This is an optimization exercise on Yosys and OpenROAD, whose aim is small area and a short achievable clock period, not a production implementation.
The RTL of this run was laid out without a check of its function.
No activity file was given, so power comes from the tool's default toggle rates.

### flow/design.v
`timescale 1ns/1ns
`default_nettype none
package cray_pkg;
   localparam logic [6:0]  VL_RESET    = 7'd64;
   localparam logic [17:0] LIMIT_RESET = 18'h3FFFF;
endpackage
`default_nettype wire
`timescale 1ns/1ns
`default_nettype none
module addr_unit
(
   input  wire  [23:0]  i_x,
   input  wire  [23:0]  i_y,
   input  wire          i_cin,
   input  wire          i_flip,
   output logic [23:0]  o_sum,
   output logic [23:0]  o_sum_x
);
   logic [23:0] g, p, c;
   logic [23:0] gl [6];
   logic [23:0] pl [6];
   assign g = i_x & i_y;
   assign p = i_x ^ i_y;
   always_comb
   begin
      gl[0] = g;
      pl[0] = p;
      gl[0][0] = g[0] | (p[0] & i_cin);
      for (int l = 0; l < 5; l++)
         for (int b = 0; b < 24; b++)
            if (b >= (1 << l))
            begin
               gl[l+1][b] = gl[l][b] | (pl[l][b] & gl[l][b - (1 << l)]);
               pl[l+1][b] = pl[l][b] & pl[l][b - (1 << l)];
            end
            else
            begin
               gl[l+1][b] = gl[l][b];
               pl[l+1][b] = pl[l][b];
            end
   end
   assign c       = {gl[5][22:0], i_cin};
   assign o_sum   = p ^ c;
   assign o_sum_x = (p ^ {24{i_flip}}) ^ c;
endmodule
`default_nettype wire
`timescale 1ns/1ns
`default_nettype none
module cray_core_top
(
   input  wire          clk,
   input  wire          rst,
   input  wire  [15:0]  i_nip_nxt,
   input  wire  [63:0]  i_word_nxt,
   input  wire          i_nip_vld,
   output logic [23:0]  o_p_addr,
   output logic         o_clear_ibufs,
   output logic         o_mem_ce,
   output logic [63:0]  o_data_to_mem,
   output logic         o_mem_wr_en
);
   logic s_exec, s_clr, s_fetch, s_wait, s_store, s_load, s_done;
   logic clr_q;
   logic [3:0]  cnt;
   logic [3:0]  cnt_nxt;
   logic        last;
   logic        ctx_rst;
   logic        ctx_rst_nxt;
   logic [7:0]  active_xa;
   logic [7:0]  xa;
   logic [6:0]  vl;
   logic [17:0] base_addr;
   logic [17:0] limit_addr;
   logic [23:0] p_addr;
   logic [23:0] a_rf [8];
   logic [15:0] nip;
   logic        nip_vld;
   logic [2:0]  cls;
   logic [2:0]  ci, cj, ck;
   logic [23:0] op_a, op_b;
   localparam logic [2:0] C_NOP   = 3'b000;
   localparam logic [2:0] C_EXCH  = 3'b001;
   localparam logic [2:0] C_SETVL = 3'b010;
   localparam logic [2:0] C_IMM22 = 3'b100;
   localparam logic [2:0] C_IMM6  = 3'b101;
   localparam logic [2:0] C_ADD   = 3'b110;
   localparam logic [2:0] C_SUB   = 3'b111;
   logic [2:0]  nip_cls;
   logic        exch_req, shift, two_parcel_nip;
   logic        wr_en, set_vl;
   logic [23:0] result, wdata;
   logic        load_a;
   assign last    = &cnt;
   assign cnt_nxt = (s_store || s_load) ? cnt + 4'd1 : 4'd0;
   always_comb
   begin
      case (nip[15:9])
         7'o000, 7'o004: nip_cls = C_EXCH;
         7'o002:         nip_cls = C_SETVL;
         7'o020:         nip_cls = C_IMM22;
         7'o022:         nip_cls = C_IMM6;
         7'o030:         nip_cls = C_ADD;
         7'o031:         nip_cls = C_SUB;
         default:        nip_cls = C_NOP;
      endcase
   end
   assign exch_req       = (cls == C_EXCH);
   assign shift          = s_exec && i_nip_vld && !exch_req;
   assign two_parcel_nip = nip_vld && (nip[15:9] == 7'o020);
   always_ff @(posedge clk)
   begin
      if (rst)
      begin
         s_exec  <= 1'b0;
         s_clr   <= 1'b1;
         s_fetch <= 1'b0;
         s_wait  <= 1'b0;
         s_store <= 1'b0;
         s_load  <= 1'b0;
         s_done  <= 1'b0;
         clr_q   <= 1'b1;
         cnt     <= 4'd0;
      end
      else
      begin
         s_exec  <= (s_exec && !exch_req) || s_done;
         s_clr   <= s_exec && exch_req;
         s_fetch <= s_clr || (s_fetch && !i_nip_vld);
         s_wait  <= s_fetch && i_nip_vld;
         s_store <= s_wait || (s_store && !last);
         s_load  <= (s_store && last) || (s_load && !last);
         s_done  <= s_load && last;
         clr_q   <= (s_exec && exch_req) || (s_load && last);
         cnt     <= cnt_nxt;
      end
   end
   assign ctx_rst_nxt = rst || (ctx_rst && !s_done);
   always_ff @(posedge clk)
      ctx_rst <= ctx_rst_nxt;
   always_ff @(posedge clk)
   begin
      if (rst)
         active_xa <= 8'd0;
      else if (s_exec)
         active_xa <= xa;
   end
   always_ff @(posedge clk)
   begin
      if (s_clr || s_done)
      begin
         nip_vld <= 1'b0;
         cls     <= C_NOP;
      end
      else if (shift)
      begin
         nip_vld <= !two_parcel_nip;
         cls     <= nip_vld ? nip_cls : C_NOP;
      end
   end
   always_ff @(posedge clk)
   begin
      if (shift)
      begin
         nip <= i_nip_nxt;
         ci  <= nip[8:6];
         cj  <= nip[5:3];
         ck  <= nip[2:0];
      end
   end
   logic [2:0]  rj;
   logic [23:0] rd_j, rd_k;
   logic        fwd_j, fwd_k, zero_j, zero_k;
   assign rj     = s_exec ? nip[5:3] : cnt_nxt[2:0];
   assign rd_j   = a_rf[rj];
   assign rd_k   = a_rf[nip[2:0]];
   assign zero_j = s_exec && (nip[5:3] == 3'd0);    
   assign zero_k = (nip[2:0] == 3'd0);
   assign fwd_j  = s_exec && cls[2] && (ci == nip[5:3]) && !zero_j;
   assign fwd_k  = cls[2] && (ci == nip[2:0]) && !zero_k;
   always_ff @(posedge clk)
   begin
      if (shift || s_wait || s_store)
         op_a <= fwd_j ? result : zero_j ? 24'd0 : rd_j;
      if (shift)
         op_b <= fwd_k ? result_x : (zero_k ? 24'd0 : rd_k) ^ {24{nsub}};
   end
   logic [23:0] sum, sum_x, result_x;
   logic        sub, nsub;
   assign sub  = cls[0];
   assign nsub = (nip_cls == C_SUB);
   addr_unit u_add (.i_x(op_a), .i_y(op_b), .i_cin(sub), .i_flip(nsub),
                    .o_sum(sum), .o_sum_x(sum_x));
   assign wr_en  = shift && cls[2];
   assign set_vl = shift && (cls == C_SETVL);
   assign result = cls[1] ? sum : cls[0] ? {18'd0, cj, ck} : {2'd0, cj, ck, nip};
   assign result_x = cls[1] ? sum_x : (cls[0] ? {18'd0, cj, ck} : {2'd0, cj, ck, nip}) ^ {24{nsub}};
   assign load_a = s_load && !cnt[3];
   assign wdata  = s_load ? i_word_nxt[23:0] : result;
   always_ff @(posedge clk)
   begin
      for (int n = 0; n < 8; n++)
         if ((load_a && cnt[2:0] == 3'(n)) || (wr_en && ci == 3'(n)))
            a_rf[n] <= wdata;
   end
   logic [23:0] p_inc;
   always_comb
      for (int b = 0; b < 24; b++)
         p_inc[b] = p_addr[b] ^ (&(p_addr | ~((24'd1 << b) - 24'd1)));
   logic [23:0] p_nxt;
   assign p_nxt = shift ? p_inc : (s_load && cnt == 4'd0) ? i_word_nxt[47:24] : p_addr;
   always_ff @(posedge clk)
      p_addr <= p_nxt;
   always_ff @(posedge clk)
   begin
      if (s_load && cnt == 4'd1) base_addr  <= i_word_nxt[45:28];
      if (s_load && cnt == 4'd2) limit_addr <= i_word_nxt[45:28];
      if (s_load && cnt == 4'd3) xa         <= i_word_nxt[47:40];
      if (s_load && cnt == 4'd3)
         vl <= i_word_nxt[39:33];
      else if (set_vl)
         vl <= (ck == 3'd0) ? 7'd1 : op_b[6:0];    
   end
   logic        sel_a;
   logic [23:0] st_hi_nxt;
   logic [23:0] st_hi_q;
   logic [23:0] p_port_q;
   logic        exec_nxt;
   logic [7:0]  axa_nxt;
   always_comb
   begin
      st_hi_nxt = 24'd0;
      if (cnt_nxt[3:2] == 2'd0)
         case (cnt_nxt[1:0])
            2'd0: st_hi_nxt = ctx_rst ? 24'd0 : p_addr;
            2'd1: st_hi_nxt = ctx_rst ? 24'd0 : {2'd0, base_addr, 4'd0};
            2'd2: st_hi_nxt = {2'd0, ctx_rst ? cray_pkg::LIMIT_RESET : limit_addr, 4'd0};
            2'd3: st_hi_nxt = {active_xa, ctx_rst ? cray_pkg::VL_RESET : vl, 9'd0};
         endcase
   end
   assign exec_nxt = !rst && ((s_exec && !exch_req) || s_done);
   assign axa_nxt  = rst ? 8'd0 : s_exec ? xa : active_xa;
   always_ff @(posedge clk)
   begin
      sel_a    <= !cnt_nxt[3] && !ctx_rst_nxt;
      st_hi_q  <= st_hi_nxt;
      p_port_q <= exec_nxt ? p_nxt : {10'd0, axa_nxt, rst ? 4'd0 : cnt_nxt, 2'b00};
   end
   assign o_p_addr      = p_port_q;
   assign o_clear_ibufs = clr_q;
   assign o_mem_ce      = s_store;
   assign o_mem_wr_en   = s_store;
   assign o_data_to_mem = {16'd0, st_hi_q, op_a & {24{sel_a}}};
endmodule
`default_nettype wire
### flow/flow/run.sh
#!/bin/bash
# Standard ORFS layout (the standard.sh, standard synthesis unchanged),
# except that buffer_ports puts plain buf_2 buffers on the I/O ports instead
# of the delay buffers it picks by default.
# Full make output goes to make.log; ORFS keeps each step's log in orfs/logs.
set -euo pipefail
export BUFFER_PORTS_ARGS="-buffer_cell sky130_fd_sc_hd__buf_2"
bash standard.sh > make.log 2>&1
### flow/standard.sh
#!/bin/bash
# synth_recipe.tcl (not shown) runs the flow's synth.tcl, then flattens the netlist and writes it again
# the make line also repeats each setting of config.mk as NAME=value (left out here)
make -C /OpenROAD-flow-scripts/flow DESIGN_CONFIG=/design/flow/config.mk WORK_HOME=/design/flow/orfs CLKGATE_MAP_FILE= SYNTH_SCRIPT=/design/flow/synth_recipe.tcl "${@:-finish}"
### flow/config.mk
export PLATFORM = sky130hd
export DESIGN_NAME = cray_core_top
export DESIGN_NICKNAME = cray_core_top
export VERILOG_FILES = /design/flow/design.v
export SDC_FILE = /design/flow/constraint.sdc
export NUM_CORES = 4
export LEC_CHECK = 0
export CAP_MARGIN = 20
export CORE_MARGIN = 2
export CORE_UTILIZATION = 55
export SETUP_SLACK_MARGIN = 3.0
export SLEW_MARGIN = 20
### flow/constraint.sdc
create_clock -name core_clock -period 6.0 [get_ports {clk}]
set_input_delay 1.2000 -clock core_clock [delete_from_list [all_inputs] [get_ports {clk}]]
set_output_delay 1.2000 -clock core_clock [all_outputs]
set_load 0.01 [all_outputs]
==> summary.txt <==
layout by cell type (no fill, tap or decap), drive strengths merged, types with 6 or more instances in the layout:
cell / instances
o21ai: 165
a21oi: 130
a221o: 7
inv: 31
a22o: 14
buf: 219
dfxtp: 98
mux4: 20
a22oi: 29
nand4: 9
o21a: 9
or2: 6
clkbuf: 60
and3: 16
a211oi: 18
a31oi: 20
edfxtp: 316
xor2: 26
a221oi: 22
ha: 34
o221a: 6
o22ai: 24
a222oi: 10
nor2: 132
or3: 9
a311oi: 8
nand2: 184
nor3: 27
mux2: 16
nand3: 33
a21o: 8
xnor2: 21
conb: 16
clkinv: 14
o211ai: 10
nor2b: 8
and2: 46
mux2i: 53
cell families after synthesis:
family,count (synthesis),share of synthesized area [%]
xor gates and xnor gates,47,2.086
other,1,0.01900
muxes,89,5.883
and+or+nand+nor,487,11.30
DFF,414,58.02
adders and majority gates,36,2.358
buffers and inverters,156,3.658
AOI/OAI and AO/OA,516,16.67
worst max-delay path by stage:
| stage | to | slack (ns) |
|---|---|---|
| 3_3_place_gp | op_a[18] | 1.48 |
| 4_1_cts | op_b[22] | 2.77 |
| 3_5_place_dp | op_a[18] | 1.42 |
| 2_1_floorplan | op_b[22] | 3.01 |
| 5_1_grt | a_rf[0][14] | 2.70 |
| 6_report | a_rf[1][16] | 2.81 |
Yosys cell counts, drive strengths merged (6+ instances only):
cell	number	share of area (%)
nor3	27	0.74
a221o	7	0.36
nor2	132	2.5
a21oi	130	3.3
nand2	184	3.5
clkbuf	71	1.5
o22ai	24	0.76
a221oi	22	1.0
inv	32	0.61
edfxtp	316	48
a311oi	8	0.36
mux2	16	0.91
or3	9	0.29
xnor2	21	0.93
dfxtp	98	9.9
a22oi	29	1.1
a21o	8	0.30
nor2b	8	0.25
nand3	33	0.84
xor2	26	1.2
and2	46	1.5
o221a	6	0.34
mux4	20	2.3
nand4	9	0.32
o21ai	165	4.2
a31oi	20	0.63
o21a	8	0.31
a22o	14	0.62
a222oi	10	0.51
o211ai	10	0.38
buf	53	1.6
a211oi	18	0.68
or2	6	0.20
and3	16	0.51
ha	34	2.2
mux2i	53	2.7
cell type report:
cell class / instances / share of cell area [%]
Clock buffer: 60 / 5.378
Multi-Input combinational cell: 1192 / 35.41
Tap cell: 461 / 2.472
Antenna cell: 1 / 0.01072
Sequential cell: 414 / 49.14
Inverter: 32 / 0.5416
Clock inverter: 21 / 0.9438
Timing Repair Buffer: 220 / 6.108
metrics by stage:
stage / total power, mW / cells / util [%] / hold slack (ns)
after detailed placement: 3.397 / 2280 / 58.75 / 0.4301
after CTS: 6.157 / 2378 / 64.47 / 0.4383
after floorplan: 3.309 / 1761 / - / 0.4166
after global placement: 3.393 / 2280 / 58.75 / 0.4205
final: 6.144 / 2401 / 65.76 / 0.4398
after global routing: 6.303 / 2400 / 65.75 / 0.4840
power by group:
group / switching (mW) / internal (mW)
Combinational: 0.150 / 0.0925
Clock: 1.13 / 1.64
Sequential: 0.0393 / 3.09
Total: 1.32 / 4.82
sequential cells by signal (all words and copies together), names as in the netlist, 3 cells and up, named ones only:
name        cells
a_rf          192
active_xa       8
base_addr      18
ci              3
cj              3
ck              3
cls             3
cnt             4
limit_addr     18
nip            16
op_a           24
op_b           24
p_addr         24
p_port_q       24
st_hi_q        24
vl              7
xa              8
worst max-delay path, cell delays in order (launching register included):
cell      delay (ns)
edfxtp_1        0.42
fa_2            0.43
fa_2            0.39
a211oi_4        0.28
o21ai_2         0.10
a21oi_2         0.20
buf_4           0.15
a21oi_4         0.08
a21oi_2         0.20
xnor2_2         0.13
buf_4           0.16
a22oi_2         0.18
o21ai_2         0.07
buf_6           0.13
routing by layer:
metal | global-route usage, % | wire, um | vias to the layer above
met2 | 45.65 | 25890 | 868
met3 | 9.188 | 7606 | 113
met4 | 9.952 | 1688 | 0
li1 | - | - | 6890
met5 | 0 | 0 | -
met1 | 47.98 | 26150 | 7419
repair_timing:
action / CTS / global route
setup endpoints to repair: 375 / 249
pin swaps: 20 / 25
hold buffers: 0 / 0
cloned: 2 / 0
resized for setup: 79 / 56
setup buffers: 15 / 22
==> summary.txt <==
largest net degree at the start of global routing 49; post-route setup slack 2.808 ns; YS warnings 5; CTS buffer count 44; startpoint types register; final setup fails 0; fin crit share 53.20%; post-synth cell types 86; type of destination of the critical path register; CP Class register to register; Layout Area Growth over Synthesis 18.23%; endpoints failing hold 0; Post-DP HPWL 40.63 mm; final layout net count 2023; Post-synth EDFFs 316; first-pass GRT wire length 90.69 mm; die area 37420 sq um; DRT Pass-1 Iters 5; Clock transition at path regs 0.06 ns; critical path fanouts, max 8; Via density 6.368; R2R depth 13; max-cap violation count 0; die height 193.4 um; Cell Pwr Density 263.3 nW/um^2; H-tree depth 2; final std cell area, no fill 23330 sq um; Starting Density 55.62%; unrepaired setup endpoints after global routing yes; antenna violations before repair 1; hold depth 2; number of global-route vias before repair 14.53k; gr usage total 32.21%; worst skew pair latency 0.58 ns; sequential cell area 11470 sq um; worst reg2reg path startpoint op_b[0]; Critical Path Start op_b[0]; core area 35480 sq um; VDD IR max 0.0002899 V; Worst Clk Skew 0.02434 ns; CTS max path bufs 3; Async SR Flop Fraction 0%; Worst R2R Setup Slack 2.81 ns; arrival time at the worst endpoint 3.51 ns; worst min-delay path startpoint s_fetch; # DRC 0; HP Class register to register; std cell rows 69; Post-synth top flop edfxtp_1; leakage power 8.645 nW; Seq/Total Area, Yosys 58.02%; DR vias 15.29k; FF-to-FF End a_rf[1][16]; Final min period 3.192 ns; area of the multi-input gates 8262 sq um; Seq cells post-synth 414; hold path endpoint s_wait; CP Data Required Time 6.32 ns; DRT iter0 DRCs 1861; Final ANT Viol Nets 0; total gr overflow 0; io pins 174; Worst-Margin Slew 1.035 ns; Worst slew margin 30.46%; mapped cell area 19740 sq um; share of layout cells above drive strength 1 22.95%; Final Routed Wirelength 61.33 mm; Final Max Slew Viols 0; IO buf count 141; status complete, no violations; dpl ws 1.420 ns; Routability Congestion 0.9057; placed instance area 20850 sq um; setup_tns 0 ns; Die Wd 193.4 um; max frequency 313.3 MHz; clock root buffer clkbuf_16; # clock sinks 414; fill count 2794; syn avg cell area 11.30 sq um; CTS tree yes; Post-Synthesis Cells 1746; wire per inst 25.54 um

## what the ideal ports hide
In the flow no input, the clock included, has a driving cell. The finished layout below was timed again as built, in two steps. Step 1: set_driving_cell puts a clkbuf_16 on clk and a buf_2 on each other input, an assumption about the parent block. Step 2 moves the port delays by t, midway between the first and last clock arrival at a register: inputs arrive t later, outputs are due t later. That takes back most of the time a late clock gives input paths. a / b / c = ideal / step 1 / step 2; a / b = the first two.
t, ns: 0.621
setup slack, ns: 2.808 / 2.808 / 2.632
worst setup path after step 2: input to register
clock arrival spread, ns: 0.025 / 0.025
slew at the worst register clock pin (ns): 0.06 / 0.06
After both steps this run still meets setup and hold. The setup slack of this run moves by 0.000 ns with the drivers and by -0.176 ns with both steps.
